Context: an optimization exercise on an open-source flow, tuned for small area, a short achievable clock period and few clock cycles per item. The choices shown serve that exercise and are no tape-out recipe.
Function was checked by simulation only, so behaviour that the tests miss may differ from the original.

==> design.v <==
`default_nettype none
package rmq_pkg;
    localparam int DW = 16;
    localparam int FB = 14;
    localparam int ONE = 1 << FB;
    localparam int AW = 17;
    localparam int RW = 16;
    localparam int NW = 17;
    localparam int QB = 15;
    localparam int PW = 17;
    localparam int SIDE_W = 2 + 3 + 3 * NW;
    localparam int HI_IT = 3;
    localparam logic [15:0] SQ_CUT  = 16'b1010_1010_1010_1000;
    localparam logic [13:0] DV_CUT  = 14'b10_1010_1010_1010;
    function automatic int n_cuts(input logic [15:0] m);
        int c;
        c = 0;
        for (int i = 0; i < 16; i++) c = c + int'(m[i]);
        n_cuts = c;
    endfunction
    typedef enum logic [1:0] {
        BR_TRACE = 2'd0,
        BR_X     = 2'd1,
        BR_Y     = 2'd2,
        BR_Z     = 2'd3
    } t_branch;
endpackage
`default_nettype wire
`default_nettype none
import rmq_pkg::*;
module rmq_sqrt (
    input  wire logic                        i_clk,
    input  wire logic                        i_ce,
    input  wire logic [rmq_pkg::AW-1:0]      i_rad,
    input  wire logic [rmq_pkg::SIDE_W-1:0]  i_side,
    output logic [rmq_pkg::RW-1:0]           o_root,
    output logic [rmq_pkg::SIDE_W-1:0]       o_side
);
    logic [17:0]                w_x    [0:16];
    logic [17:0]                w_rem  [0:16];
    logic [15:0]                w_root [0:16];
    logic [rmq_pkg::SIDE_W-1:0] w_side [0:16];
    assign w_x[0]    = {1'b0, i_rad};
    assign w_rem[0]  = '0;
    assign w_root[0] = '0;
    assign w_side[0] = i_side;
    for (genvar k = 0; k < 16; k++) begin : g_it
        localparam logic [17:0] RMASK = 18'((19'd1 << (k + 2)) - 1);
        localparam logic [15:0] QMASK = 16'((17'd1 << (k + 1)) - 1);
        logic [17:0] w_cur;
        logic [17:0] w_trial;
        logic [18:0] w_diff;
        logic [17:0] n_x;
        logic [17:0] n_rem;
        logic [15:0] n_root;
        always_comb begin
            w_cur   = {w_rem[k][15:0], w_x[k][17:16]};
            w_trial = {w_root[k], 2'b01};
            w_diff  = {1'b0, w_cur} - {1'b0, w_trial};
            n_x     = {w_x[k][15:0], 2'b00};
            if (!w_diff[18]) begin
                n_rem  = w_diff[17:0] & RMASK;
                n_root = ({w_root[k][14:0], 1'b1}) & QMASK;
            end else begin
                n_rem  = w_cur & RMASK;
                n_root = ({w_root[k][14:0], 1'b0}) & QMASK;
            end
        end
        logic [rmq_pkg::SIDE_W-1:0] n_side;
        if (k == rmq_pkg::HI_IT) begin : g_hi
            logic [1:0] w_r;
            assign w_r = w_root[k][k-1:k-2];
            for (genvar l = 0; l < 3; l++) begin : g_lane
                logic [NW-1:0] w_n;
                logic          w_neg;
                assign w_n   = w_side[k][l*NW +: NW];
                assign w_neg = w_n[NW-1];
                assign n_side[l*NW +: NW] = (w_n ^ {NW{w_neg}}) + NW'(w_neg) + NW'(w_r);
                assign n_side[3*NW + l]   = w_neg;
            end
            assign n_side[SIDE_W-1 -: 2] = w_side[k][SIDE_W-1 -: 2];
        end else begin : g_side
            assign n_side = w_side[k];
        end
        if (rmq_pkg::SQ_CUT[k]) begin : g_reg
            logic [17:0]                r_x;
            logic [17:0]                r_rem;
            logic [15:0]                r_root;
            logic [rmq_pkg::SIDE_W-1:0] r_side;
            always_ff @(posedge i_clk) begin
                if (i_ce) begin
                    r_x    <= n_x;
                    r_rem  <= n_rem;
                    r_root <= n_root;
                    r_side <= n_side;
                end
            end
            assign w_x[k+1]    = r_x;
            assign w_rem[k+1]  = r_rem;
            assign w_root[k+1] = r_root;
            assign w_side[k+1] = r_side;
        end else begin : g_pass
            assign w_x[k+1]    = n_x;
            assign w_rem[k+1]  = n_rem;
            assign w_root[k+1] = n_root;
            assign w_side[k+1] = n_side;
        end
    end
    assign o_root = w_root[16];
    assign o_side = w_side[16];
endmodule
`default_nettype wire
`default_nettype none
import rmq_pkg::*;
module rmq_div (
    input  wire logic                        i_clk,
    input  wire logic                        i_ce,
    input  wire logic [3*rmq_pkg::NW-1:0]    i_hi,
    input  wire logic [2:0]                  i_neg,
    input  wire logic [rmq_pkg::RW-1:0]      i_root,
    input  wire logic [1:0]                  i_br,
    output logic [3*rmq_pkg::QB-1:0]         o_q,
    output logic [3*rmq_pkg::PW-1:0]         o_p,
    output logic [2:0]                       o_ovf,
    output logic [2:0]                       o_neg,
    output logic [rmq_pkg::RW-1:0]           o_root,
    output logic [1:0]                       o_br
);
    logic [3*PW-1:0] w_p    [0:14];
    logic [3*QB-1:0] w_q    [0:14];
    logic [2:0]      w_ovf  [0:14];
    logic [2:0]      w_neg  [0:14];
    logic [RW-1:0]   w_root [0:14];
    logic [1:0]      w_br   [0:14];
    logic [3*PW-1:0] n0_p;
    logic [3*QB-1:0] n0_q;
    logic [2:0]      n0_ovf;
    for (genvar l = 0; l < 3; l++) begin : g_first
        logic [NW-1:0] w_hi;
        logic [PW-1:0] w_p0;
        logic [PW:0]   w_d1;
        logic [PW:0]   w_d2;
        always_comb begin
            w_hi = i_hi[l*NW +: NW];
            w_p0 = PW'(w_hi[NW-1:1]);
            w_d1 = {1'b0, w_p0} - {2'b00, i_root};
            w_d2 = {1'b0, w_p0} - {1'b0, i_root, 1'b0};
            n0_ovf[l] = !w_d2[PW];
            n0_q[l*QB +: QB] = {!w_d1[PW], {(QB - 1){1'b0}}};
            n0_p[l*PW +: PW] = w_d1[PW] ? {w_p0[PW-2:0], w_hi[0]} : {w_d1[PW-2:0], w_hi[0]};
        end
    end
    for (genvar t = 0; t < 14; t++) begin : g_it
        logic [3*PW-1:0] n_p;
        logic [3*QB-1:0] n_q;
        logic [2:0]      n_ovf;
        if (t == 0) begin : g_first_bit
            assign n_p   = n0_p;
            assign n_q   = n0_q;
            assign n_ovf = n0_ovf;
        end else begin : g_bit
            localparam int J = 14 - t;
            for (genvar l = 0; l < 3; l++) begin : g_lane
                logic [PW-1:0] w_pc;
                logic [PW:0]   w_d;
                always_comb begin
                    w_pc = w_p[t][l*PW +: PW];
                    w_d  = {1'b0, w_pc} - {2'b00, w_root[t]};
                    n_q[l*QB +: QB] = w_q[t][l*QB +: QB] | (QB'(!w_d[PW]) << J);
                    if (w_d[PW]) begin
                        n_p[l*PW +: PW] = {w_pc[PW-2:0], w_root[t][J]};
                    end else begin
                        n_p[l*PW +: PW] = {w_d[PW-2:0], w_root[t][J]};
                    end
                end
            end
            assign n_ovf = w_ovf[t];
        end
        logic [2:0]    c_neg;
        logic [RW-1:0] c_root;
        logic [1:0]    c_br;
        if (t == 0) begin : g_src0
            assign c_neg  = i_neg;
            assign c_root = i_root;
            assign c_br   = i_br;
        end else begin : g_srcn
            assign c_neg  = w_neg[t];
            assign c_root = w_root[t];
            assign c_br   = w_br[t];
        end
        if (rmq_pkg::DV_CUT[t]) begin : g_reg
            logic [3*PW-1:0] r_p;
            logic [3*QB-1:0] r_q;
            logic [2:0]      r_ovf;
            logic [2:0]      r_neg;
            logic [RW-1:0]   r_root;
            logic [1:0]      r_br;
            always_ff @(posedge i_clk) begin
                if (i_ce) begin
                    r_p    <= n_p;
                    r_q    <= n_q;
                    r_ovf  <= n_ovf;
                    r_neg  <= c_neg;
                    r_root <= c_root;
                    r_br   <= c_br;
                end
            end
            assign w_p[t+1]    = r_p;
            assign w_q[t+1]    = r_q;
            assign w_ovf[t+1]  = r_ovf;
            assign w_neg[t+1]  = r_neg;
            assign w_root[t+1] = r_root;
            assign w_br[t+1]   = r_br;
        end else begin : g_pass
            assign w_p[t+1]    = n_p;
            assign w_q[t+1]    = n_q;
            assign w_ovf[t+1]  = n_ovf;
            assign w_neg[t+1]  = c_neg;
            assign w_root[t+1] = c_root;
            assign w_br[t+1]   = c_br;
        end
    end
    assign w_p[0]    = '0;
    assign w_q[0]    = '0;
    assign w_ovf[0]  = '0;
    assign w_neg[0]  = '0;
    assign w_root[0] = '0;
    assign w_br[0]   = '0;
    assign o_q    = w_q[14];
    assign o_p    = w_p[14];
    assign o_ovf  = w_ovf[14];
    assign o_neg  = w_neg[14];
    assign o_root = w_root[14];
    assign o_br   = w_br[14];
endmodule
`default_nettype wire
`default_nettype none
import rmq_pkg::*;
module rotation_matrix_to_quaternion (
    input  wire logic                         i_clk,
    input  wire logic                         i_rst_n,
    input  wire logic                         i_valid,
    output logic                              o_stall,
    input  wire logic signed [rmq_pkg::DW-1:0] i_m00,
    input  wire logic signed [rmq_pkg::DW-1:0] i_m01,
    input  wire logic signed [rmq_pkg::DW-1:0] i_m02,
    input  wire logic signed [rmq_pkg::DW-1:0] i_m10,
    input  wire logic signed [rmq_pkg::DW-1:0] i_m11,
    input  wire logic signed [rmq_pkg::DW-1:0] i_m12,
    input  wire logic signed [rmq_pkg::DW-1:0] i_m20,
    input  wire logic signed [rmq_pkg::DW-1:0] i_m21,
    input  wire logic signed [rmq_pkg::DW-1:0] i_m22,
    output logic                              o_valid,
    input  wire logic                         i_stall,
    output logic signed [rmq_pkg::DW-1:0]     o_quat_w,
    output logic signed [rmq_pkg::DW-1:0]     o_quat_x,
    output logic signed [rmq_pkg::DW-1:0]     o_quat_y,
    output logic signed [rmq_pkg::DW-1:0]     o_quat_z,
    output logic [1:0]                        o_branch_used,
    output logic                              o_div_fault
);
    localparam int NSQ = rmq_pkg::n_cuts(rmq_pkg::SQ_CUT);
    localparam int NDV = rmq_pkg::n_cuts(16'(rmq_pkg::DV_CUT));
    localparam int VD  = 3 + NSQ + NDV;
    logic ce;
    logic [VD-1:0] r_vld;
    assign ce      = !(r_vld[VD-1] && i_stall);
    assign o_stall = !ce;
    always_ff @(posedge i_clk) begin
        if (!i_rst_n) begin
            r_vld <= '0;
        end else if (ce) begin
            r_vld <= {r_vld[VD-2:0], i_valid};
        end
    end
    logic signed [DW+1:0] w_tm1;
    logic [1:0]           w_br_in;
    always_comb begin
        w_tm1 = (DW + 2)'(i_m00) + (DW + 2)'(i_m11) + (DW + 2)'(i_m22) - (DW + 2)'(1);
        if (!w_tm1[DW+1]) begin
            w_br_in = BR_TRACE;
        end else if (i_m11 > i_m00) begin
            w_br_in = (i_m22 > i_m11) ? BR_Z : BR_Y;
        end else begin
            w_br_in = (i_m22 > i_m00) ? BR_Z : BR_X;
        end
    end
    logic signed [DW-1:0] m00, m01, m02, m10, m11, m12, m20, m21, m22;
    logic [1:0]           m_br;
    logic signed [DW+1:0] m_tm1;
    always_ff @(posedge i_clk) begin
        if (ce) begin
            {m00, m01, m02, m10, m11, m12, m20, m21, m22} <=
                {i_m00, i_m01, i_m02, i_m10, i_m11, i_m12, i_m20, i_m21, i_m22};
            m_br  <= w_br_in;
            m_tm1 <= w_tm1;
        end
    end
    logic signed [DW-1:0] w_msel;
    logic signed [DW+2:0] w_rad_t, w_rad_o, w_rad;
    logic signed [NW-1:0] w_n0, w_n1, w_n2;
    logic [AW:0]          w_a;
    always_comb begin
        unique case (m_br)
            BR_X:    w_msel = m00;
            BR_Y:    w_msel = m11;
            default: w_msel = m22;
        endcase
        w_rad_t = (DW + 3)'(m_tm1) + (DW + 3)'(ONE + 1);
        w_rad_o = ~((DW + 3)'(m_tm1)) + ((DW + 3)'(w_msel) <<< 1) + (DW + 3)'(ONE);
        w_rad   = (m_br == BR_TRACE) ? w_rad_t : w_rad_o;
        unique case (m_br)
            BR_TRACE: begin
                w_n0 = NW'(m21) - NW'(m12);
                w_n1 = NW'(m02) - NW'(m20);
                w_n2 = NW'(m10) - NW'(m01);
            end
            BR_X: begin
                w_n0 = NW'(m21) - NW'(m12);
                w_n1 = NW'(m01) + NW'(m10);
                w_n2 = NW'(m02) + NW'(m20);
            end
            BR_Y: begin
                w_n0 = NW'(m02) - NW'(m20);
                w_n1 = NW'(m01) + NW'(m10);
                w_n2 = NW'(m12) + NW'(m21);
            end
            default: begin
                w_n0 = NW'(m10) - NW'(m01);
                w_n1 = NW'(m02) + NW'(m20);
                w_n2 = NW'(m12) + NW'(m21);
            end
        endcase
        w_a = w_rad[AW:0];
    end
    logic [AW:0]          f_a;
    logic [1:0]           f_br;
    logic signed [NW-1:0] f_n0, f_n1, f_n2;
    always_ff @(posedge i_clk) begin
        if (ce) begin
            f_a  <= w_a;
            f_br <= m_br;
            f_n0 <= w_n0;
            f_n1 <= w_n1;
            f_n2 <= w_n2;
        end
    end
    logic [RW-1:0]     w_root;
    logic [SIDE_W-1:0] w_sq_side;
    rmq_sqrt u_sqrt (
        .i_clk  (i_clk),
        .i_ce   (ce),
        .i_rad  (f_a[AW] ? AW'(0) : f_a[AW-1:0]),
        .i_side ({f_br, 3'b000, f_n2, f_n1, f_n0}),
        .o_root (w_root),
        .o_side (w_sq_side)
    );
    logic [3*QB-1:0] w_q;
    logic [3*PW-1:0] w_p;
    logic [2:0]      w_ovf, w_neg;
    logic [RW-1:0]   w_rt_d;
    logic [1:0]      w_br_d;
    rmq_div u_div (
        .i_clk  (i_clk),
        .i_ce   (ce),
        .i_hi   (w_sq_side[3*NW-1:0]),
        .i_neg  (w_sq_side[3*NW +: 3]),
        .i_root (w_root),
        .i_br   (w_sq_side[SIDE_W-1 -: 2]),
        .o_q    (w_q),
        .o_p    (w_p),
        .o_ovf  (w_ovf),
        .o_neg  (w_neg),
        .o_root (w_rt_d),
        .o_br   (w_br_d)
    );
    function automatic logic signed [DW-1:0] lane_out(input logic neg, input logic ovf,
                                                      input logic [QB-1:0] q,
                                                      input logic [PW-1:0] p,
                                                      input logic [RW-1:0] r);
        logic [PW:0]   d;
        logic          q0;
        logic [DW-2:0] hi, nhi, nhi1;
        d    = {1'b0, p} - {2'b00, r};
        q0   = !d[PW];
        hi   = {1'b0, q[QB-1:1]};
        nhi  = ~hi;
        nhi1 = (DW - 1)'(0) - hi;
        if (ovf)       lane_out = neg ? 16'sh8000 : 16'sh7fff;
        else if (!neg) lane_out = $signed({hi, q0});
        else if (q0)   lane_out = $signed({nhi, 1'b1});
        else           lane_out = $signed({nhi1, 1'b0});
    endfunction
    logic signed [DW-1:0] w_c0, w_c1, w_c2, w_big;
    logic                 w_fault;
    logic signed [DW-1:0] n_w, n_x, n_y, n_z;
    always_comb begin
        w_c0    = lane_out(w_neg[0], w_ovf[0], w_q[0*QB +: QB], w_p[0*PW +: PW], w_rt_d);
        w_c1    = lane_out(w_neg[1], w_ovf[1], w_q[1*QB +: QB], w_p[1*PW +: PW], w_rt_d);
        w_c2    = lane_out(w_neg[2], w_ovf[2], w_q[2*QB +: QB], w_p[2*PW +: PW], w_rt_d);
        w_big   = $signed(DW'(({1'b0, w_rt_d} + 17'd1) >> 1));
        w_fault = (w_rt_d == '0);
        unique case (w_br_d)
            BR_TRACE: begin n_w = w_big; n_x = w_c0;  n_y = w_c1;  n_z = w_c2;  end
            BR_X:     begin n_w = w_c0;  n_x = w_big; n_y = w_c1;  n_z = w_c2;  end
            BR_Y:     begin n_w = w_c0;  n_x = w_c1;  n_y = w_big; n_z = w_c2;  end
            default:  begin n_w = w_c0;  n_x = w_c1;  n_y = w_c2;  n_z = w_big; end
        endcase
        if (w_fault) begin
            n_w = '0;
            n_x = '0;
            n_y = '0;
            n_z = '0;
        end
    end
    logic signed [DW-1:0] r_w, r_x, r_y, r_z;
    logic [1:0]           r_br;
    logic                 r_fault;
    always_ff @(posedge i_clk) begin
        if (ce) begin
            r_w     <= n_w;
            r_x     <= n_x;
            r_y     <= n_y;
            r_z     <= n_z;
            r_br    <= w_br_d;
            r_fault <= w_fault;
        end
    end
    assign o_valid       = r_vld[VD-1];
    assign o_quat_w      = r_w;
    assign o_quat_x      = r_x;
    assign o_quat_y      = r_y;
    assign o_quat_z      = r_z;
    assign o_branch_used = r_br;
    assign o_div_fault   = r_fault;
endmodule
`default_nettype wire
==> run.sh <==
#!/bin/bash
# synth_recipe.tcl (not shown) runs the flow's synth.tcl, then flattens the netlist and writes it again
# the make line also repeats each setting of config.mk as NAME=value (left out here)
make -C /OpenROAD-flow-scripts/flow DESIGN_CONFIG=/design/flow/config.mk WORK_HOME=/design/flow/orfs CLKGATE_MAP_FILE= SYNTH_SCRIPT=/design/flow/synth_recipe.tcl finish
==> config.mk <==
export PLATFORM = sky130hd
export DESIGN_NAME = rotation_matrix_to_quaternion
export DESIGN_NICKNAME = rotation_matrix_to_quaternion
export VERILOG_FILES = /design/flow/design.v
export SDC_FILE = /design/flow/constraint.sdc
export NUM_CORES = 4
export LEC_CHECK = 0
export ABC_AREA = 1
export ABC_CLOCK_PERIOD_IN_PS = 4500
export CAP_MARGIN = 20
export CORE_MARGIN = 2
export CORE_UTILIZATION = 40
export SETUP_SLACK_MARGIN = 2.5
export SLEW_MARGIN = 20
==> constraint.sdc <==
create_clock -name core_clock -period 7.5 [get_ports {i_clk}]
set_input_delay 1.5000 -clock core_clock [delete_from_list [all_inputs] [get_ports {i_clk}]]
set_output_delay 1.5000 -clock core_clock [all_outputs]
set_load 0.01 [all_outputs]
==> summary.txt, run 1 <==
Counting both buffers and inverters, the worst setup path holds a total of 2. The number of buffers on the longest clock path is 4. Counting flops and latches in the post-synthesis netlist gives 1,528.

The longest individual stage delay on the worst path is 0.51 ns. The final antenna-violating net count came out at 0. In the synthesized netlist the dominant register cell turns out to be sky130_fd_sc_hd__edfxtp_1. The reported max-cap violation count is 0. The cell count of the worst reg-to-reg path is 22. The number of clock buffers added by TritonCTS is 177. The minimum clock period after layout came out at between 4 and 5 ns.

The worst setup path is of the register to register kind. The clock tree from TritonCTS is yes. The number of detailed-routing iterations run before antenna repair is 6.

The share of synthesized flip-flops with an asynchronous set or reset came out at 0. The count of hold buffers inserted by post-cts repair is 0. The I/O pin count is ~220. The clock reaches the later pin of the worst-skew pair after about 0.88 ns. The gate family responsible for the most delay along the worst path is simple AND/OR/NAND/NOR gates.

The summed instance area of the synthesized netlist came out at roughly 110,000 um2. After filler insertion, the fill cell instance count of the layout stands at 25,960. The buffer cell driving the clock tree root is sky130_fd_sc_hd__clkbuf_16. In the layout the commonest cells are sky130_fd_sc_hd__nand2_1, sky130_fd_sc_hd__edfxtp_1, sky130_fd_sc_hd__inv_1. The layout overhead on the synthesized area came out at 13.21%.

The kind of path behind the tightest hold check is register to register. The cell that appears most often on the critical path is sky130_fd_sc_hd__nand2_1. After clock tree synthesis, the clock-pin slew on the worst setup and hold paths is around 0.060 ns. Counting instances, the worst hold path has a depth of 0. The cell accounting for the most synthesized area is sky130_fd_sc_hd__edfxtp_1. Across all setup checks in the final design, the least slack found is 2.665 ns. Setup repair after global routing left no endpoint under its margin.

The number of violations reported at the end of detailed-routing iteration 0 came out at between 6,000 and 7,000. The top cell type's share of synthesized area came out at 0.4231. Leaving out fill and tap cells, the most frequent cell in the layout is sky130_fd_sc_hd__nand2_1.

For the pin with the worst max-slew slack, the measured transition is 1.150 ns. The flow ran to the end and the layout has no timing, DRC or antenna violations. In this run the tightest slew margin relative to its limit is 0.2333. The number of nets in the synthesized netlist is 13,640. The via count of the first global-routing pass came out at 80,000. The count of unique library cells instantiated by Yosys is 78.

Walking the worst path, the cells encountered are inv_1 -> ha_1 -> nand2_1 -> nor2_1 -> nand2_1 -> nand2_1 -> nand2_1 -> nand3_4 -> inv_6 -> o21ai_0 -> ha_1 -> a21oi_1 -> o21ai_0 -> a21oi_1 -> nand2_1 -> nand3_1 -> o21bai_1 -> nand2_1 -> nand2_2 -> nor2_2 -> nand2_1 -> o21ai_1.

The placement-stage worst setup slack came out at 1.820 ns. The routed layout has between 80,000 and 90,000 vias. For the final database, setup skew stands at 0.09631 ns. For this configuration, the core starts out at a cell density of 0.4013. The overall die height is 521.8 um.

The required time of the worst setup path came out at 8.08 ns. The share of post-route cells with drive strength above 1 came out at 0.06251. The count of H-tree levels built during CTS is 4. The total of buffers placed on input and output ports is 216. The core area came out at between 200,000 and 300,000 um2. The floorplan step defined a die boundary enclosing ~270,000 um2. Using the TritonRoute via totals, the vias-per-cell ratio works out to ~5.2.

The number of failing setup endpoints in the final timing report is 0. The tree built by TritonCTS fans out to between 1,500 and 2,000 sinks. The standard cell with the maximum stage delay on the critical path is sky130_fd_sc_hd__edfxtp_1. After detailed routing, the number of remaining DRC violations is 0. The worst setup path is launched from a register.

The final hold violation count came out at 0. The maximum number of pins on one net before global-route repair is 150.

The number of antenna violations at the first check in global routing is 7. The final layout contains routed wiring with a total length of 287,500 um. The synthesized area divided by synthesized cell count is 8.693 um2.

The remaining global-route overflow came out at 0. The highest clock rate came out at 0.2068 GHz. The gate count after technology mapping is 12,340.

The worst setup path is captured at a register. The logic depth of the worst path, buffers included came out at 22. The final-layout setup total negative slack came out at 0 ns.

The largest fanout of any net on the critical path is 24. The arrival time at the worst endpoint came out at 5.41 ns. The synthesis warning total is 13. The final routed wire length divided by cell count is ~17 um.

For this run, the total global-route usage over all layers was measured as 0.2047. The share of the clock period used by the worst path after layout came out at 0.6446. The post-detailed-placement half-perimeter wirelength is 220,000 um. The net count of the finished layout is about 14,000. The number of enable-type register cells in the synthesized netlist is 1,511. The number of pins exceeding their max-slew limit in the final report is 0. The final weighted congestion in routability-driven placement is 0.9372.

Sorting the synthesized cells by area gives the leading types as sky130_fd_sc_hd__edfxtp_1, sky130_fd_sc_hd__ha_1, sky130_fd_sc_hd__nand2_1. Row generation in the floorplan step produced 190 rows. The share of synthesized area occupied by flip-flops and latches came out at 0.4263. The first-pass GRT wire length is between 400,000 and 500,000 um.

The floorplan die width is 521.8 um.
[state kept, by name, summed over array words and instances, names as in the netlist, 17 cells and up]
name / count
r_vld: 17
m_tm1: 18
f_a: 18
u_sqrt.g_it.g_reg.r_rem: 57
f_n0: 17
u_sqrt.g_it.g_reg.r_side: 392
f_n1: 17
u_div.g_it.g_reg.r_root: 106
u_div.g_it.g_reg.r_neg: 21
u_div.g_it.g_reg.r_p: 342
f_n2: 17
u_sqrt.g_it.g_reg.r_root: 70
u_div.g_it.g_reg.r_q: 168
u_div.g_it.g_reg.r_ovf: 21
u_sqrt.g_it.g_reg.r_x: 18
[layer usage]
metal	vias up	wire length, um	track usage	part of all wire
met2	2033	132400	0.3428	0.46
met4	0	10090	0.06422	0.035
li1	43080	-	-	-
met1	39160	131900	0.2782	0.46
met5	-	0	0	0
met3	443	13180	0.02039	0.046
[cell families (layout without fill, tap and decap cells)]
| family | after synthesis | in the layout | synth area share |
|---|---|---|---|
| AO/OA/AOI/OAI | 2343 | 2343 | 0.1210 |
| XOR/XNOR | 726 | 726 | 0.05958 |
| other | 0 | 1 | 0 |
| multiplexers | 1 | 1 | 0.0001050 |
| flip-flops | 1528 | 1528 | 0.4263 |
| buffers and inverters | 1673 | 2195 | 0.06100 |
| adder cells (fa/ha/maj) | 1155 | 1155 | 0.1399 |
| AND/OR/NAND/NOR | 4909 | 4929 | 0.1921 |
[cell usage after synthesis, types with 65 or more instances]
| cell type | count |
|---|---|
| sky130_fd_sc_hd__nand2_1 | 3006 |
| sky130_fd_sc_hd__edfxtp_1 | 1511 |
| sky130_fd_sc_hd__inv_1 | 1404 |
| sky130_fd_sc_hd__ha_1 | 1082 |
| sky130_fd_sc_hd__a21oi_1 | 928 |
| sky130_fd_sc_hd__o21ai_0 | 770 |
| sky130_fd_sc_hd__nand3_1 | 760 |
| sky130_fd_sc_hd__nor2_1 | 711 |
| sky130_fd_sc_hd__xor2_1 | 405 |
| sky130_fd_sc_hd__xnor2_1 | 317 |
| sky130_fd_sc_hd__o21ai_1 | 170 |
| sky130_fd_sc_hd__nand4_1 | 124 |
| sky130_fd_sc_hd__a21o_1 | 114 |
| sky130_fd_sc_hd__clkbuf_1 | 101 |
| sky130_fd_sc_hd__nor3_1 | 92 |
| sky130_fd_sc_hd__fa_1 | 73 |
| sky130_fd_sc_hd__a31oi_1 | 71 |
| sky130_fd_sc_hd__buf_2 | 71 |
| sky130_fd_sc_hd__or2_2 | 71 |
| sky130_fd_sc_hd__o21bai_1 | 65 |
[worst reg2reg max path, stage by stage, from the launching register on]
cell and delay (ns):
sky130_fd_sc_hd__edfxtp_1 0.51, sky130_fd_sc_hd__inv_1 0.34, sky130_fd_sc_hd__ha_1 0.47, sky130_fd_sc_hd__nand2_1 0.11
sky130_fd_sc_hd__nor2_1 0.25, sky130_fd_sc_hd__nand2_1 0.09, sky130_fd_sc_hd__nand2_1 0.06, sky130_fd_sc_hd__nand2_1 0.08
sky130_fd_sc_hd__nand3_4 0.20, sky130_fd_sc_hd__inv_6 0.12, sky130_fd_sc_hd__o21ai_0 0.34, sky130_fd_sc_hd__ha_1 0.37
sky130_fd_sc_hd__a21oi_1 0.18, sky130_fd_sc_hd__o21ai_0 0.11, sky130_fd_sc_hd__a21oi_1 0.12, sky130_fd_sc_hd__nand2_1 0.12
sky130_fd_sc_hd__nand3_1 0.11, sky130_fd_sc_hd__o21bai_1 0.11, sky130_fd_sc_hd__nand2_1 0.09, sky130_fd_sc_hd__nand2_2 0.14
sky130_fd_sc_hd__nor2_2 0.35, sky130_fd_sc_hd__nand2_1 0.08, sky130_fd_sc_hd__o21ai_1 0.23
[worst paths after layout]
| check | from | to | slack (ns) |
|---|---|---|---|
| max reg2reg | u_div.g_it[5].g_reg.r_root[7]$_DFFE_PN_ | u_div.g_it[7].g_reg.r_p[2]$_DFFE_PN_ | 2.67 |
| min | u_div.g_it[11].g_reg.r_q[12]$_DFFE_PN_ | u_div.g_it[13].g_reg.r_q[12]$_DFFE_PN_ | 0.40 |
| max | u_div.g_it[5].g_reg.r_root[7]$_DFFE_PN_ | u_div.g_it[7].g_reg.r_p[2]$_DFFE_PN_ | 2.67 |
| min reg2reg | u_div.g_it[11].g_reg.r_q[12]$_DFFE_PN_ | u_div.g_it[13].g_reg.r_q[12]$_DFFE_PN_ | 0.40 |
[stage by stage]
| stage | instance area, um2 | hold slack [ns] | utilization | instances |
|---|---|---|---|---|
| floorplan | 107300 | 0.4003 | - | 12340 |
| global placement | 113200 | 0.4003 | 0.4238 | 15940 |
| detailed placement | 113200 | 0.4045 | 0.4238 | 15940 |
| CTS | 119800 | 0.3866 | 0.4484 | 16300 |
| global route | 121400 | 0.4077 | 0.4543 | 16430 |
| finish | 121400 | 0.4002 | 0.4543 | 16430 |
[cell type report]
cell class	count	area [um2]	share of cell area
clock inverters	117	1328	0.01094
repair inverters	9	65.06	0.0005360
inverters	1448	5665	0.04667
multi-input cells	9154	55680	0.4587
flip-flops and latches	1528	45710	0.3766
diodes	1	2.502	0.00002061
clock buffers	204	4573	0.03767
well taps	3552	4444	0.03661
repair buffers	417	3924	0.03232
[what timing repair did]
item / 4_1_cts / 5_1_grt
resized for setup: 84 / 168
pin swaps: 10 / 19
cloned: 11 / 18
setup endpoints to repair: 341 / 377
buffers inserted: 35 / 107
endpoints found under the hold margin: 0 / 0
Testbench counts, summed over its fixed seeds: cycles 4,136, items 4,000.
==> inputs of run 2 (changes only) <==
--- a/config.mk
+++ b/config.mk
@@ -6,9 +6,10 @@
 export NUM_CORES = 4
 export LEC_CHECK = 0
 export ABC_AREA = 1
-export ABC_CLOCK_PERIOD_IN_PS = 4500
+export ABC_CLOCK_PERIOD_IN_PS = 4000
 export CAP_MARGIN = 20
 export CORE_MARGIN = 2
 export CORE_UTILIZATION = 40
-export SETUP_SLACK_MARGIN = 2.5
+export SETUP_SLACK_MARGIN = 2.8
 export SLEW_MARGIN = 20
+export TNS_END_PERCENT = 10
==> run 2 against run 1 <==
Register-to-register slack improved by 0.10 ns. Critical path type unchanged. Highest routed layer unchanged. Sequential share of layout area decreased by 0.40 points. Hold slack barely moved. Utilization grew 0.49 points. First-iteration DRC count up 4.1%. Largest cell class unchanged.
==> summary.txt, run 2 <==
The flow ran to the end and the layout has no timing, DRC or antenna violations. The remaining routing DRC violations is 0 (unchanged). The tree is rooted in a sky130_fd_sc_hd__clkbuf_16. The required time of the worst setup path came out at 8.05 ns (-0.03 ns).

The area share of and/or/nand/nor cells after synthesis is 0.1921 (unchanged). The final routed wire length divided by cell count is 17.50 um (about the same). The final hold violation count came out at 0 (unchanged). The xor/xnor cell area share of the yosys netlist is 0.05958 (unchanged).

The primary flip-flop cell chosen by synthesis mapping is sky130_fd_sc_hd__edfxtp_1. The reported max-cap violation count came out at 0 (unchanged). The post-detailed-placement half-perimeter wirelength came out at 220,000 um (unchanged). The clock tree from TritonCTS is yes. The global-route track usage on met1 is 0.2797 (+0.001501). The number of sinks handled by clock tree synthesis is 1,528 (unchanged). The share of post-route cells with drive strength above 1 is 0.07616 (+0.01365). The critical path ends at u_div.g_it[7].g_reg.r_p[1]$_DFFE_PN_. The CTS buffer count came out at 177 (unchanged). In the layout the commonest cells are sky130_fd_sc_hd__nand2_1, sky130_fd_sc_hd__edfxtp_1, sky130_fd_sc_hd__inv_1. The worst setup path is captured at a register. The setup clock skew after layout is 0.09843 ns (+0.002126 ns). The largest family of logic cells by synthesized area is simple AND/OR/NAND/NOR gates. The count of H-tree levels built during CTS came out at 4 (unchanged). The worst register-to-register path ends at u_div.g_it[7].g_reg.r_p[1]$_DFFE_PN_. The initial core utilization came to 0.4013 (unchanged). The flip-flop count of the largest register, all copies and words added was 392 (unchanged). Setup repair after global routing could not meet its margin everywhere. The remaining global-route overflow was 0 (unchanged). The maximum number of pins on one net before global-route repair came out at 150 (unchanged). The number of enable-type register cells in the synthesized netlist is 1,511 (unchanged). The setup slack on the worst flop-to-flop path is 2.77 ns (+0.10 ns). The via count of the first global-routing pass was 80,300 (+0.37%).

The number of pins exceeding their max-slew limit in the final report was 0 (unchanged). The synthesized area divided by synthesized cell count is 8.693 um2 (unchanged). The share of synthesized area occupied by flip-flops and latches is 0.4263 (unchanged).

The share of synthesized flip-flops with an asynchronous set or reset is 0 (unchanged). The overall die height came to 521.8 um (unchanged). The largest fanout of any net on the critical path came out at 24 (unchanged). The total track usage is 0.2054 (+0.0007430). The count of unique library cells instantiated by Yosys is 78 (unchanged). The number of failing setup endpoints in the final timing report came out at 0 (unchanged).

The synthesis warning total came to 13 (unchanged). The adder-cell area share of the yosys netlist is 0.1399 (unchanged). The clock transition at the registers of the reported paths came to 0.06 ns (about the same). The number of synthesized register bits is 1,528 (unchanged). The register with the most flip-flops in the final layout is u_sqrt.g_it.g_reg.r_side.

The final weighted congestion in routability-driven placement is 0.9372 (unchanged). The core area came out at 267,200 um2 (unchanged). The post-detailed-route via-to-cell ratio was 5.153 (about the same). The gate count after technology mapping came out at 12,340 (unchanged). In the final layout, the registers with the most flip-flops are u_sqrt.g_it.g_reg.r_side x392, u_div.g_it.g_reg.r_p x342, u_div.g_it.g_reg.r_q x168. The I/O pin count came to 217 (unchanged). The worst slack on hold paths is 0.4001 ns (-0.0001030 ns). The kind of path behind the tightest hold check is register to register. The number of detailed-routing iterations run before antenna repair came out at 8 (+2). The number of violations reported at the end of detailed-routing iteration 0 was 6,435 (+4.1%).

The critical path class is register to register. The number of fill cells came out at 25,890 (-0.27%). The clock latency at the later pin of the worst-skew pair is 0.89 ns (about the same). The layout overhead on the synthesized area is 14.44%. Counting instances in the post-synthesis netlist gives the leading cell types as sky130_fd_sc_hd__nand2_1, sky130_fd_sc_hd__edfxtp_1, sky130_fd_sc_hd__inv_1. The share of the clock period used by the worst path after layout came out at 0.6311 (-0.01352). The number of antenna violations at the first check in global routing is 7 (unchanged). The vias after detailed routing is 85,290 (+0.68%).

The routing usage on met3 is 0.02013 (-0.0002596). The net count reported at finish is 14,160 (+0.87%). The minimum clock period after layout is 4.733 ns (-0.1014 ns). The leading cell type by number of instances after synthesis is sky130_fd_sc_hd__nand2_1. The count of hold buffers inserted by post-cts repair is 0 (unchanged). The final antenna-violating net count came out at 0 (unchanged). The cell count of the worst reg-to-reg path is 22 (unchanged). The routed wire length is 289,600 um (+0.73%). The floorplan die width came out at 521.8 um (unchanged). The number of rows created at floorplan came out at 190 (unchanged). The number of buffers on the longest clock path was 4 (unchanged). The type of origin of the critical path is a register. The transition time at the pin with the least slew margin came out at 1.120 ns (-0.03010 ns).

The number of nets produced by synthesis is 13,640 (unchanged). The busiest metal layer after global routing is met2. The met2 layer usage reported by global route came out at 0.3442 (+0.001436). The share of cell area taken by muxes after synthesis came out at 0.0001050 (unchanged).

The compound-cell area share of the yosys netlist is 0.1210 (unchanged). The final-layout setup total negative slack is 0 ns (unchanged). The arrival time at the worst endpoint is 5.28 ns (-0.13 ns). The library cell used most frequently in the layout, excluding fill and tap cells, is sky130_fd_sc_hd__nand2_1.

The top cell type's share of synthesized area is 0.4231 (unchanged). By area the synthesized netlist is led by sky130_fd_sc_hd__edfxtp_1, sky130_fd_sc_hd__ha_1, sky130_fd_sc_hd__nand2_1. The highest clock rate came out at 0.2113 GHz (+2.1%). The first-pass GRT wire length came to 445,200 um (+0.33%). The synthesized design spends more area on one cell type than any other, namely sky130_fd_sc_hd__edfxtp_1. The most critical setup path has its startpoint at u_div.g_it[5].g_reg.r_root[3]$_DFFE_PN_.

The worst register-to-register path begins at u_div.g_it[5].g_reg.r_root[3]$_DFFE_PN_. The area enclosed by the die boundary is 272,200 um2 (unchanged). The summed instance area of the synthesized netlist is 107,200 um2 (unchanged). The relative max-transition margin came to 0.2534 (+0.02007). The total of buffers placed on input and output ports came out at 216 (unchanged).
[run 2: cell counts after synthesis]
Identical to the previous run, type by type.
[run 2: area by class of cell]
type | instances | area (um2) | share of cell area
repair buffers | 533 | 4852 | 0.03954
diodes | 2 | 5.005 | 0.00004078
clock inverters | 117 | 1328 | 0.01082
well taps | 3552 | 4444 | 0.03622
repair inverters | 10 | 72.57 | 0.0005914
clock buffers | 204 | 4573 | 0.03727
inverters | 1448 | 5766 | 0.04698
flip-flops and latches | 1528 | 45710 | 0.3725
multi-input cells | 9159 | 55960 | 0.4560
[run 2: logic make-up after synthesis]
| kind of cell | after synthesis |
|---|---|
| AOI/OAI and AO/OA | 2343 |
| xor gates and xnor gates | 726 |
| adders and majority gates | 1155 |
| buffers and inverters | 1673 |
| DFF | 1528 |
| muxes | 1 |
| and+or+nand+nor | 4909 |
[run 2: worst min-delay path by stage]
stage	to	cells after the start	start
final	u_div.g_it[13].g_reg.r_br[1]$_DFFE_PN_	0	u_div.g_it[11].g_reg.r_br[1]$_DFFE_PN_
after floorplan	u_div.g_it[11].g_reg.r_br[0]$_DFFE_PN_	0	u_div.g_it[9].g_reg.r_br[0]$_DFFE_PN_
after global placement	u_sqrt.g_it[9].g_reg.r_side[24]$_DFFE_PN_	0	u_sqrt.g_it[7].g_reg.r_side[24]$_DFFE_PN_
after CTS	u_div.g_it[13].g_reg.r_q[12]$_DFFE_PN_	0	u_div.g_it[11].g_reg.r_q[12]$_DFFE_PN_
after global routing	u_sqrt.g_it[3].g_reg.r_side[55]$_DFFE_PN_	0	f_br[1]$_DFFE_PN_
after detailed placement	u_div.g_it[11].g_reg.r_neg[1]$_DFFE_PN_	0	u_div.g_it[9].g_reg.r_neg[1]$_DFFE_PN_
[run 2: what timing repair did]
item                       CTS  global route
pin swaps                   13            38
cloned                      13            23
buffers inserted            72           185
setup endpoints to repair  378           397
resized for setup          114           246
[run 2: per-stage QoR]
step,utilization,std cells,setup slack (ns),area (um2)
4_1_cts,0.4500,16340,2.539,120200
6_report,0.4593,16550,2.767,122700
5_1_grt,0.4593,16550,2.600,122700
3_5_place_dp,0.4238,15940,1.820,113200
2_1_floorplan,-,12340,1.616,107300
3_3_place_gp,0.4238,15940,1.765,113200
[run 2: worst max-delay path, stage by stage (launching register included)]
cell                       delay, ns
sky130_fd_sc_hd__edfxtp_1       0.60
sky130_fd_sc_hd__inv_1          0.33
sky130_fd_sc_hd__ha_1           0.46
sky130_fd_sc_hd__nand2_1        0.09
sky130_fd_sc_hd__o21ai_0        0.20
sky130_fd_sc_hd__nand2_1        0.08
sky130_fd_sc_hd__nand2_1        0.06
sky130_fd_sc_hd__nand2_1        0.08
sky130_fd_sc_hd__nand3_4        0.22
sky130_fd_sc_hd__inv_8          0.10
sky130_fd_sc_hd__o21ai_0        0.34
sky130_fd_sc_hd__ha_1           0.34
sky130_fd_sc_hd__a21oi_1        0.17
sky130_fd_sc_hd__o21ai_0        0.11
sky130_fd_sc_hd__a21oi_1        0.12
sky130_fd_sc_hd__nand2_1        0.11
sky130_fd_sc_hd__nand3_1        0.11
sky130_fd_sc_hd__o21bai_1       0.11
sky130_fd_sc_hd__nand2_1        0.09
sky130_fd_sc_hd__nand2_2        0.15
sky130_fd_sc_hd__nor2_4         0.28
sky130_fd_sc_hd__buf_4          0.18
sky130_fd_sc_hd__o21ai_1        0.09
[run 2: metal layers]
layer	wire, um	part of all wire	up-vias
li1	-	-	43350
met5	0	0	-
met3	13900	0.048	421
met2	134500	0.46	2090
met1	131900	0.46	39430
met4	9275	0.032	0
==> inputs of run 3 (changes only) <==
--- a/config.mk
+++ b/config.mk
@@ -6,10 +6,9 @@
 export NUM_CORES = 4
 export LEC_CHECK = 0
 export ABC_AREA = 1
-export ABC_CLOCK_PERIOD_IN_PS = 4000
 export CAP_MARGIN = 20
 export CORE_MARGIN = 2
 export CORE_UTILIZATION = 40
-export SETUP_SLACK_MARGIN = 2.8
+export SETUP_SLACK_MARGIN = 3.0
 export SLEW_MARGIN = 20
 export TNS_END_PERCENT = 10
==> run 3 against run 2 <==
Clock-buffer cell count did not move. Die area did not move. First-iteration DRC count fell by 1.1%. Utilization rose by 0.96 points.
==> summary.txt, run 3 <==
The setup clock skew after layout came out at 0.09592 ns (-0.002510 ns). The arrival time at the worst endpoint is 3.08 ns (-2.20 ns). The area enclosed by the die boundary is 272,200 um2 (unchanged).

The remaining global-route overflow came out at 0 (unchanged). The share of synthesized area occupied by flip-flops and latches is 0.4263 (unchanged). The count of unique library cells instantiated by Yosys is 78 (unchanged). The reported max-cap violation count is 0 (unchanged).

The final hold violation count is 0 (unchanged). The number of pins exceeding their max-slew limit in the final report is 0 (unchanged). The worst setup path is captured at a primary output. The number of rows created at floorplan is 190 (unchanged). The post-route worst setup slack is 2.921 ns (+0.1545 ns). The maximum number of pins on one net before global-route repair came to 150 (unchanged). The worst register-to-register path ends at u_div.g_it[7].g_reg.r_p[36]$_DFFE_PN_. The path class of the tightest hold or removal check is register to register. The multi-input logic area is 56,860 um2 (+1.6%). The largest total area in the synthesized netlist belongs to sky130_fd_sc_hd__edfxtp_1. The placement-stage worst setup slack came out at 1.820 ns (unchanged). The largest registers in the layout are u_sqrt.g_it.g_reg.r_side x392, u_div.g_it.g_reg.r_p x342, u_div.g_it.g_reg.r_q x168.

The number of enable-type register cells in the synthesized netlist was 1,511 (unchanged). The CTS buffer count was 177 (unchanged). In this run the most critical hold path is launched from u_div.g_it[11].g_reg.r_br[1]$_DFFE_PN_. Setup repair after global routing could not meet its margin everywhere. The net count reported at finish came out at 14,360 (+1.4%). The summed instance area of the synthesized netlist came out at 107,200 um2 (unchanged). The initial core utilization came to 0.4013 (unchanged).

The clock latency at the later pin of the worst-skew pair is 0.89 ns (about the same). The worst min-delay path endpoint is u_div.g_it[13].g_reg.r_br[1]$_DFFE_PN_. The I/O pin count came out at 217 (unchanged). The clock transition at the registers of the reported paths is 0.06 ns (about the same). The number of sinks handled by clock tree synthesis was 1,528 (unchanged). Counting instances in the post-synthesis netlist gives the leading cell types as sky130_fd_sc_hd__nand2_1, sky130_fd_sc_hd__edfxtp_1, sky130_fd_sc_hd__inv_1.

By area the synthesized netlist is led by sky130_fd_sc_hd__edfxtp_1, sky130_fd_sc_hd__ha_1, sky130_fd_sc_hd__nand2_1. The highest clock rate came out at 0.2184 GHz (+3.4%). TritonCTS built the clock tree. The vias after detailed routing is 86,460 (+1.4%). The number of violations reported at the end of detailed-routing iteration 0 is 6,361 (-1.1%). The startpoint of the most critical register-to-register path is u_div.g_it[5].g_reg.r_root[3]$_DFFE_PN_. The overall die height was 521.8 um (unchanged).

The setup slack on the worst flop-to-flop path came to 2.94 ns (+0.17 ns). The most frequent standard cell in the layout excluding fill and tap cells is sky130_fd_sc_hd__nand2_1. The share of the clock period used by the worst path after layout was 0.6105 (-0.02060).

The first-pass GRT wire length came out at 449,800 um (+1.0%). The number of cells in the finished layout apart from fillers was 16,750 (+1.2%).

The critical path class is primary input to primary output. The number of nets produced by synthesis is 13,640 (unchanged). The post-detailed-route via-to-cell ratio came to 5.162 (+0.17%). The most common cell in the synthesized netlist is sky130_fd_sc_hd__nand2_1.

The synthesized area divided by synthesized cell count was 8.693 um2 (unchanged). The flip-flop count of the largest register, all copies and words added came out at 392 (unchanged). The relative max-transition margin came out at 0.2479 (-0.005485). The count of H-tree levels built during CTS is 4 (unchanged). The number of synthesized register bits came out at 1,528 (unchanged). The cell count of the worst reg-to-reg path came out at 23 (+4.5%). The via count of the first global-routing pass was 80,950 (+0.81%). The number of buffers on the longest clock path came to 4 (unchanged). The total of buffers placed on input and output ports is 216 (unchanged).

The placement-stage cell area is 113,200 um2 (unchanged). The final routed wire length divided by cell count is 17.59 um (+0.52%). The worst setup path is launched from a primary input. The share of post-route cells with drive strength above 1 came out at 0.1006 (+0.02440). The remaining routing DRC violations came out at 0 (unchanged).

The top cell type's share of synthesized area came out at 0.4231 (unchanged). The library cells used most frequently in the layout, excluding fill and tap cells, are sky130_fd_sc_hd__nand2_1, sky130_fd_sc_hd__edfxtp_1, sky130_fd_sc_hd__inv_1. The total track usage was 0.2076 (+0.002131). The final antenna-violating net count is 0 (unchanged). The routed wire length is 294,600 um (+1.7%).

The root buffer cell chosen for the clock tree is sky130_fd_sc_hd__clkbuf_16. The share of synthesized flip-flops with an asynchronous set or reset is 0 (unchanged). The number of detailed-routing iterations run before antenna repair came out at 6 (-2). The number of antenna violations at the first check in global routing is 5 (-2). The minimum clock period after layout is 4.579 ns (-0.1545 ns).

The number of fill cells was 25,640 (-0.97%). Counting flops per register, the top entry is u_sqrt.g_it.g_reg.r_side. The number of failing setup endpoints in the final timing report is 0 (unchanged). The most used flip-flop cell after synthesis is sky130_fd_sc_hd__edfxtp_1. The post-detailed-placement half-perimeter wirelength is 220,000 um (unchanged). The floorplan die width is 521.8 um (unchanged). The core area is 267,200 um2 (unchanged). The gate count after technology mapping came out at 12,340 (unchanged). The final weighted congestion in routability-driven placement was 0.9372 (unchanged). The required time of the worst setup path was 6.00 ns (-2.05 ns).

The largest fanout of any net on the critical path came out at 18 (-25%). From synthesis to final layout, the design area changed by 16.84%. The synthesis warning total is 13 (unchanged). The cell total after placement came to 15,940 (unchanged). The worst hold path cell count is 0 (unchanged).

The final-layout setup total negative slack is 0 ns (unchanged). The register cell area after layout came out at 45,710 um2 (unchanged).

The transition time at the pin with the least slew margin is 1.128 ns (+0.008227 ns). The final instance area came to 125,300 um2 (+2.1%). The run finished with no timing, DRC or antenna violations.
run 3: cell counts after synthesis:
Identical to the previous run, type by type.
run 3: worst max-delay path by stage:
| stage | cells past startpoint | end | startpoint |
|---|---|---|---|
| 2_1_floorplan | 3 | r_vld[16]$_SDFFE_PN0N_ | i_stall |
| 3_3_place_gp | 21 | u_div.g_it[11].g_reg.r_p[16]$_DFFE_PN_ | u_div.g_it[9].g_reg.r_root[11]$_DFFE_PN_ |
| 3_5_place_dp | 20 | u_div.g_it[5].g_reg.r_p[4]$_DFFE_PN_ | u_div.g_it[3].g_reg.r_root[1]$_DFFE_PN_ |
| 4_1_cts | 22 | u_div.g_it[11].g_reg.r_p[4]$_DFFE_PN_ | u_div.g_it[9].g_reg.r_root[15]$_DFFE_PN_ |
| 5_1_grt | 26 | u_div.g_it[7].g_reg.r_p[6]$_DFFE_PN_ | u_div.g_it[5].g_reg.r_root[14]$_DFFE_PN_ |
| 6_report | 4 | o_stall | i_stall |
run 3: through the flow:
stage | utilization | hold WS [ns]
2_1_floorplan | - | 0.4003
3_5_place_dp | 0.4238 | 0.4045
6_report | 0.4689 | 0.4038
3_3_place_gp | 0.4238 | 0.4003
5_1_grt | 0.4689 | 0.4077
4_1_cts | 0.4537 | 0.3866
run 3: timing repair:
action                     4_1_cts  5_1_grt
setup buffers                  142      296
hold buffers                     0        0
pin swaps                       24       88
gates cloned                    27       25
resized for setup              216      367
setup endpoints to repair      429      406
run 3: cell families (layout without fill, tap and decap cells):
kind of cell / count (synthesis) / count (layout) / share of synthesized area
other: 0 / 2 / 0
flip-flops: 1528 / 1528 / 0.4263
multiplexers: 1 / 1 / 0.0001050
adder cells (fa/ha/maj): 1155 / 1155 / 0.1399
AO/OA/AOI/OAI: 2343 / 2344 / 0.1210
AND/OR/NAND/NOR: 4909 / 4946 / 0.1921
buffers and inverters: 1673 / 2496 / 0.06100
XOR/XNOR: 726 / 726 / 0.05958
run 3: cell type report:
type	count	share of cell area
antenna	2	0.00003995
timing repair buffer	715	0.05123
sequential	1528	0.3649
clock inverter	117	0.01060
timing repair inverter	12	0.0006491
multi-input combinational	9172	0.4538
tap	3552	0.03547
inverter	1448	0.04679
clock buffer	204	0.03650
run 3: worst max-delay path: stages:
cell and delay (ns):
sky130_fd_sc_hd__clkdlybuf4s15_2 0.47, sky130_fd_sc_hd__nand2_8 0.21, sky130_fd_sc_hd__clkinv_2 0.29, sky130_fd_sc_hd__clkdlybuf4s50_1 0.59
run 3: routing by layer:
metal  global-route usage  part of all wire  up-vias
met5                    0                 0        -
met4              0.06371             0.033        0
met3              0.02021             0.047      436
met2               0.3479              0.47     2141
met1               0.2826              0.45    40130
li1                     -                 -    43760
==> inputs of run 4 (changes only) <==
--- a/config.mk
+++ b/config.mk
@@ -9,6 +9,7 @@
 export CAP_MARGIN = 20
 export CORE_MARGIN = 2
 export CORE_UTILIZATION = 40
+export CTS_BUF_LIST = sky130_fd_sc_hd__clkbuf_8
 export SETUP_SLACK_MARGIN = 3.0
 export SLEW_MARGIN = 20
 export TNS_END_PERCENT = 10
==> run 4 against run 3 <==
Non-clock buffer count grew 7. Flip-flop and latch count stayed put. Register-to-register slack gained 0.09 ns. Via count grew 0.70%. Die area unchanged. Still clean. Critical path type unchanged. Final cell count up 1.0%. Clock skew grew 0.024 ns. Global-route usage is 0.094 points higher. Utilization decreased by 0.079 points. Cell area down 0.17%.
==> summary.txt, run 4 <==
The required time of the worst setup path is 6.00 ns (about the same). The CTS buffer count is 276 (+56%). The clock latency at the later pin of the worst-skew pair is 1.02 ns (+0.13 ns).

The core area came to 267,200 um2 (unchanged). In the layout the commonest cells are sky130_fd_sc_hd__nand2_1, sky130_fd_sc_hd__edfxtp_1, sky130_fd_sc_hd__inv_1. The number of pins exceeding their max-slew limit in the final report is 0 (unchanged).

The top cell type's share of synthesized area came out at 0.4231 (unchanged). The number of buffers on the longest clock path is 4 (unchanged). The post-detailed-placement half-perimeter wirelength is 220,000 um (unchanged). The wire length on met2 is 137,800 um (+0.48%). The share of synthesized flip-flops with an asynchronous set or reset came out at 0 (unchanged). In the final layout, the registers with the most flip-flops are u_sqrt.g_it.g_reg.r_side x392, u_div.g_it.g_reg.r_p x342, u_div.g_it.g_reg.r_q x168. The routed wire length was 295,900 um (+0.46%). TritonCTS built the clock tree. The remaining routing DRC violations is 0 (unchanged). The total of buffers placed on input and output ports is 216 (unchanged).

The most frequent standard cell in the layout excluding fill and tap cells is sky130_fd_sc_hd__nand2_1. The final-layout setup total negative slack is 0 ns (unchanged).

The cell sitting at the root of the clock tree is a sky130_fd_sc_hd__clkbuf_8. The longest individual stage delay on the worst path is 0.59 ns (about the same). The initial core utilization was 0.4013 (unchanged). The total track usage was 0.2085 (+0.0009397). The net count reported at finish is 14,460 (+0.73%). The primary flip-flop cell chosen by synthesis mapping is sky130_fd_sc_hd__edfxtp_1. The remaining global-route overflow came out at 0 (unchanged). The first-pass GRT wire length came out at 452,000 um (+0.48%).

The arrival time at the worst endpoint is 3.01 ns (-0.07 ns). The number of enable-type register cells in the synthesized netlist came to 1,511 (unchanged). Setup repair after global routing could not meet its margin everywhere. The final instance area came out at 125,100 um2 (-0.17%). The number of failing setup endpoints in the final timing report came out at 0 (unchanged). The number of rows created at floorplan was 190 (unchanged). The highest clock rate is 0.2219 GHz (+1.6%). The reported max-cap violation count is 0 (unchanged).

The count of unique library cells instantiated by Yosys is 78 (unchanged). The share of synthesized area occupied by flip-flops and latches is 0.4263 (unchanged). The area enclosed by the die boundary came out at 272,200 um2 (unchanged). The synthesized area divided by synthesized cell count is 8.693 um2 (unchanged). The overall die height was 521.8 um (unchanged). Broken down by cell family, the worst path's largest delay share belongs to buffers and inverters.

The cell count of the worst reg-to-reg path came to 24 (+4.3%). The count of hold buffers inserted by post-cts repair came out at 0 (unchanged). The worst setup path is launched from a primary input. The wire length on met3 is 16,110 um (+16%). Among all cell types in the netlist, the one instantiated most often is sky130_fd_sc_hd__nand2_1.

The final antenna-violating net count was 0 (unchanged). The via count of the first global-routing pass came out at 82,070 (+1.4%). The setup clock skew after layout is 0.1200 ns (+0.02405 ns).

Sorting the synthesized cells by area gives the leading types as sky130_fd_sc_hd__edfxtp_1, sky130_fd_sc_hd__ha_1, sky130_fd_sc_hd__nand2_1. The number of violations reported at the end of detailed-routing iteration 0 came to 6,380 (+0.30%). The kind of end point of the critical path is a primary output. The post-route worst setup slack is 2.994 ns (+0.07241 ns).

The number of detailed-routing iterations run before antenna repair is 7 (+1). The synthesis warning total is 13 (unchanged). The cell accounting for the most synthesized area is sky130_fd_sc_hd__edfxtp_1. The final routed wire length divided by cell count is 17.49 um (-0.54%).

The largest fanout of any net on the critical path was 18 (unchanged). The logic depth of the worst path, buffers included is 4 (unchanged). The relative max-transition margin came out at 0.2337 (-0.01416). The share of post-route cells with drive strength above 1 is 0.1084 (+0.007865). The share of the clock period used by the worst path after layout is 0.6008 (-0.009655). The vias after detailed routing is 87,070 (+0.70%). The kind of path behind the tightest hold check is register to register. The floorplan die width is 521.8 um (unchanged). The run finished with no timing, DRC or antenna violations. The final hold violation count came out at 0 (unchanged). The worst setup path is of the primary input to primary output kind. The transition time at the pin with the least slew margin is 1.149 ns (+0.02124 ns). The detailed-routing wirelength on met1 came out at 132,300 um (-1.1%). The combined buffer and inverter count along the critical path came out at 3 (unchanged).

The number of sinks handled by clock tree synthesis came out at 1,528 (unchanged). The post-detailed-route via-to-cell ratio is 5.146 (-0.30%). The maximum number of pins on one net before global-route repair came out at 150 (unchanged).

The minimum clock period after layout came out at 4.506 ns (-0.07241 ns). Signal routing reaches up to met5. The worst hold path cell count came out at 0 (unchanged). The number of nets produced by synthesis came to 13,640 (unchanged). The clock transition at the registers of the reported paths came out at 0.06 ns (about the same). The placement-stage worst setup slack is 1.820 ns (unchanged). After synthesis, the most frequently instantiated cells are sky130_fd_sc_hd__nand2_1, sky130_fd_sc_hd__edfxtp_1, sky130_fd_sc_hd__inv_1. The placement-stage cell area came out at 113,200 um2 (unchanged). The I/O pin count is 217 (unchanged). Counting flops per register, the top entry is u_sqrt.g_it.g_reg.r_side.

The critical path goes through clkdlybuf4s15_2 -> nand2_8 -> clkinv_2 -> clkdlybuf4s50_1. The number of synthesized register bits is 1,528 (unchanged). The final weighted congestion in routability-driven placement came out at 0.9372 (unchanged). The number of antenna violations at the first check in global routing is 9 (+4). The summed instance area of the synthesized netlist is 107,200 um2 (unchanged).

The count of H-tree levels built during CTS came out at 5 (+1). The layout overhead on the synthesized area is 16.64%. The flip-flop count of the largest register, all copies and words added is 392 (unchanged). The gate count after technology mapping is 12,340 (unchanged). The standard cell with the maximum stage delay on the critical path is sky130_fd_sc_hd__clkdlybuf4s50_1.
run 4: cell types whose count changed in the layout (fill, tap and decap cells not counted), sizes merged, moves of 6 or more:
cell	delta
bufinv	-6
buf	+8
clkinv	+22
clkbuf	+77
inv	+75
clkinvlp	-8
run 4: layer usage:
metal | GRT usage | vias up
met2 | 0.3484 | 2307
met5 | 0 | -
li1 | - | 44020
met3 | 0.02521 | 479
met4 | 0.06512 | 4
met1 | 0.2812 | 40260
run 4: cell families after synthesis:
kind of cell               Yosys count  share of synthesized area
and+or+nand+nor                   4909                     0.1921
AOI/OAI and AO/OA                 2343                     0.1210
buffers and inverters             1673                    0.06100
DFF                               1528                     0.4263
adders and majority gates         1155                     0.1399
xor gates and xnor gates           726                    0.05958
muxes                                1                  0.0001050
run 4: worst reg2reg max path, stage by stage (launching register included):
cell,delay (ns)
sky130_fd_sc_hd__edfxtp_1,0.47
sky130_fd_sc_hd__inv_1,0.43
sky130_fd_sc_hd__ha_1,0.31
sky130_fd_sc_hd__nand2_1,0.09
sky130_fd_sc_hd__nor2_1,0.21
sky130_fd_sc_hd__nand2_1,0.08
sky130_fd_sc_hd__nand2_1,0.07
sky130_fd_sc_hd__nand2_1,0.09
sky130_fd_sc_hd__nand3_4,0.09
sky130_fd_sc_hd__buf_4,0.16
sky130_fd_sc_hd__inv_4,0.09
sky130_fd_sc_hd__nand2_1,0.06
sky130_fd_sc_hd__o21ai_0,0.12
sky130_fd_sc_hd__ha_1,0.37
sky130_fd_sc_hd__nand2_1,0.09
sky130_fd_sc_hd__nor2_1,0.15
sky130_fd_sc_hd__nand4_1,0.11
sky130_fd_sc_hd__nand2_1,0.13
sky130_fd_sc_hd__nand3_1,0.12
sky130_fd_sc_hd__o21bai_2,0.25
sky130_fd_sc_hd__nand2_2,0.10
sky130_fd_sc_hd__nand2_4,0.13
sky130_fd_sc_hd__nor2_4,0.08
sky130_fd_sc_hd__buf_12,0.17
sky130_fd_sc_hd__o21ai_2,0.24
run 4: what timing repair did:
item / CTS / global route
setup endpoints to repair: 379 / 403
cloned: 27 / 24
gates resized for setup: 221 / 381
buffers inserted: 170 / 275
pin swaps: 26 / 98
run 4: final timing paths:
kind | endpoint | slack (ns) | from
hold / removal | u_sqrt.g_it[11].g_reg.r_root[7]$_DFFE_PN_ | 0.39 | u_sqrt.g_it[9].g_reg.r_root[5]$_DFFE_PN_
setup / recovery | o_stall | 2.99 | i_stall
hold reg to reg | u_sqrt.g_it[11].g_reg.r_root[7]$_DFFE_PN_ | 0.39 | u_sqrt.g_it[9].g_reg.r_root[5]$_DFFE_PN_
setup reg to reg | u_div.g_it[7].g_reg.r_p[36]$_DFFE_PN_ | 3.03 | u_div.g_it[5].g_reg.r_root[5]$_DFFE_PN_
run 4: final cells by class:
class | count | area, um2
Inverter | 1448 | 5834
Sequential cell | 1528 | 45710
Timing Repair inverter | 11 | 77.57
Timing Repair Buffer | 722 | 6636
Antenna cell | 3 | 7.507
Fill cell | 25790 | 142100
Tap cell | 3552 | 4444
Clock buffer | 282 | 3881
Multi-Input combinational cell | 9172 | 57040
Clock inverter | 201 | 1435
run 4: stage by stage:
| step | std cells | hold WS, ns | utilization |
|---|---|---|---|
| after CTS | 16620 | 0.3675 | 0.4526 |
| final | 16920 | 0.3883 | 0.4681 |
| after floorplan | 12340 | 0.4003 | - |
| after detailed placement | 15940 | 0.4045 | 0.4238 |
| after global placement | 15940 | 0.4003 | 0.4238 |
| after global routing | 16920 | 0.3786 | 0.4681 |
==> inputs of run 5 (changes only) <==
--- a/config.mk
+++ b/config.mk
@@ -8,8 +8,7 @@
 export ABC_AREA = 1
 export CAP_MARGIN = 20
 export CORE_MARGIN = 2
-export CORE_UTILIZATION = 40
-export CTS_BUF_LIST = sky130_fd_sc_hd__clkbuf_8
+export CORE_UTILIZATION = 48
 export SETUP_SLACK_MARGIN = 3.0
 export SLEW_MARGIN = 20
 export TNS_END_PERCENT = 10
==> run 5 against run 4 <==
Wire length rose by 9.4%. Final cell count fell by 4.7%. First-iteration DRC count grew 19%. Clock skew shrank 0.084 ns. Register-to-register slack worse by 0.06 ns. Non-clock buffer count is 53 lower. Critical path depth stayed put. Hold slack better by 0.0056 ns. Maximum frequency decreased by 1.2%. Largest cell class unchanged. Highest routed layer unchanged.
==> summary.txt, run 5 <==
The count of H-tree levels built during CTS is 4 (-1). The final antenna-violating net count was 0 (unchanged).

The compound-cell area share of the yosys netlist came out at 0.1210 (unchanged). The number of cells in the finished layout apart from fillers is 16,120 (-4.7%). The total track usage is 0.2741 (+0.06559). The largest registers in the layout are u_sqrt.g_it.g_reg.r_side x392, u_div.g_it.g_reg.r_p x342, u_div.g_it.g_reg.r_q x168. The number of failing setup endpoints in the final timing report is 0 (unchanged). The number of violations reported at the end of detailed-routing iteration 0 was 7,567 (+19%).

The layout overhead on the synthesized area came out at 16.25%. The flow ran to the end and the layout has no timing, DRC or antenna violations. The adder-cell area share of the yosys netlist came out at 0.1399 (unchanged). The number of nets produced by synthesis is 13,640 (unchanged).

The routed wire length is 323,600 um (+9.4%). The maximum number of pins on one net before global-route repair is 167 (+11%). The highest clock rate is 0.2192 GHz (-1.2%). The worst setup path is launched from a primary input. The I/O pin count is 217 (unchanged). TritonCTS built the clock tree. The number of enable-type register cells in the synthesized netlist came to 1,511 (unchanged).

The share of the clock period used by the worst path after layout is 0.6084 (+0.007552). STA classifies the critical path endpoint as a primary output. The flip-flop count of the largest register, all copies and words added is 392 (unchanged). The number of buffers on the longest clock path is 3 (-1). The total of buffers placed on input and output ports was 216 (unchanged). The remaining routing DRC violations came out at 0 (unchanged). The post-detailed-placement half-perimeter wirelength was 244,700 um (+11%). The number of pins exceeding their max-slew limit in the final report is 0 (unchanged). Setup repair after global routing could not meet its margin everywhere.

The setup clock skew after layout came to 0.03620 ns (-0.08377 ns). The longest individual stage delay on the worst path is 0.59 ns (about the same). The clock latency at the later pin of the worst-skew pair is 0.83 ns (-0.19 ns). The number of antenna violations at the first check in global routing came to 24 (+15). The required time of the worst setup path came out at 6.00 ns (about the same).
## run 5: path summary, 6_finish.rpt
| check | startpoint | endpoint | slack, ns | depth (start not counted) |
|---|---|---|---|---|
| worst max register to register | u_div.g_it[3].g_reg.r_root[6]$_DFFE_PN_ | u_div.g_it[5].g_reg.r_p[18]$_DFFE_PN_ | 2.97 | 23 |
| worst max-delay path | i_stall | o_stall | 2.94 | 4 |
| worst min-delay path | u_div.g_it[9].g_reg.r_q[10]$_DFFE_PN_ | u_div.g_it[11].g_reg.r_q[10]$_DFFE_PN_ | 0.39 | 0 |
| worst min register to register | u_div.g_it[9].g_reg.r_q[10]$_DFFE_PN_ | u_div.g_it[11].g_reg.r_q[10]$_DFFE_PN_ | 0.39 | 0 |
## run 5: layout make-up
cell class	count	area, um2
clock inverter	112	1308
sequential	1528	45710
multi-input combinational	9163	56980
timing repair inverter	13	92.59
timing repair buffer	669	6445
inverter	1448	5841
tap	2975	3722
antenna	7	17.52
fill	20190	97430
clock buffer	205	4534
## run 5: cells by family after synthesis
| group | Yosys count |
|---|---|
| AO/OA/AOI/OAI | 2343 |
| XOR/XNOR | 726 |
| adder cells (fa/ha/maj) | 1155 |
| buffers and inverters | 1673 |
| flip-flops | 1528 |
| multiplexers | 1 |
| AND/OR/NAND/NOR | 4909 |
## run 5: critical path, delay by kind of cell
kind,cells,cell delay (ns)
buffers and inverters,3,1.35
and+or+nand+nor,1,0.20
## run 5: per-stage QoR
| stage | setup WS [ns] | utilization | instance area [um2] |
|---|---|---|---|
| 3_5_place_dp | 1.721 | 0.5073 | 112700 |
| 5_1_grt | 2.759 | 0.5613 | 124600 |
| 2_1_floorplan | 1.616 | - | 107300 |
| 6_report | 2.937 | 0.5613 | 124700 |
| 4_1_cts | 2.729 | 0.5436 | 120700 |
| 3_3_place_gp | 1.706 | 0.5072 | 112600 |
## run 5: timing repair
item / in CTS / in global routing
pin swaps: 26 / 90
gates resized for setup: 199 / 462
endpoints found under the setup margin: 443 / 406
gates cloned: 20 / 27
buffers inserted: 145 / 231
## run 5: per-layer routing
metal | vias up | wire [um] | GRT usage
met2 | 2753 | 142600 | 0.4310
li1 | 43700 | - | -
met5 | - | 68 | 0
met1 | 41760 | 148600 | 0.3890
met4 | 10 | 10240 | 0.08198
met3 | 476 | 22120 | 0.04308

## what the ideal ports hide
No port has a modelled driver above. Below, the same layouts with a new extraction and two added sets of constraints. Step 1 (the two cells are an assumption about what drives the block):
set clk [get_ports {i_clk}]
set_driving_cell -lib_cell sky130_fd_sc_hd__clkbuf_16 $clk
set_driving_cell -lib_cell sky130_fd_sc_hd__buf_2 [delete_from_list [all_inputs] $clk]
Step 2 also shifts input and output timing later by t, the mid clock arrival at the registers, as if the neighbouring blocks saw the same clock. Slacks: no drivers / after step 1 / after step 2; pairs: no drivers / after step 1.
| run | shift t [ns] | slack for setup (ns) | worst data-port slew with drivers (ns) | cell pins on the clock port's net |
|---|---|---|---|---|
| run 1 | 0.927 | 2.665 / 2.665 / 2.161 | 0.04 | 1 |
| run 2 | 0.927 | 2.767 / 2.767 / 2.163 | 0.04 | 1 |
| run 3 | 0.930 | 2.921 / 2.890 / 2.271 | 0.04 | 1 |
| run 4 | 1.044 | 2.994 / 2.962 / 2.184 | 0.04 | 1 |
| run 5 | 0.908 | 2.937 / 2.911 / 2.201 | 0.07 | 1 |
After both steps setup and hold are still met in every run listed. The setup slack of run 4, which loses most, moves by -0.032 ns with the drivers and by -0.810 ns with both steps.
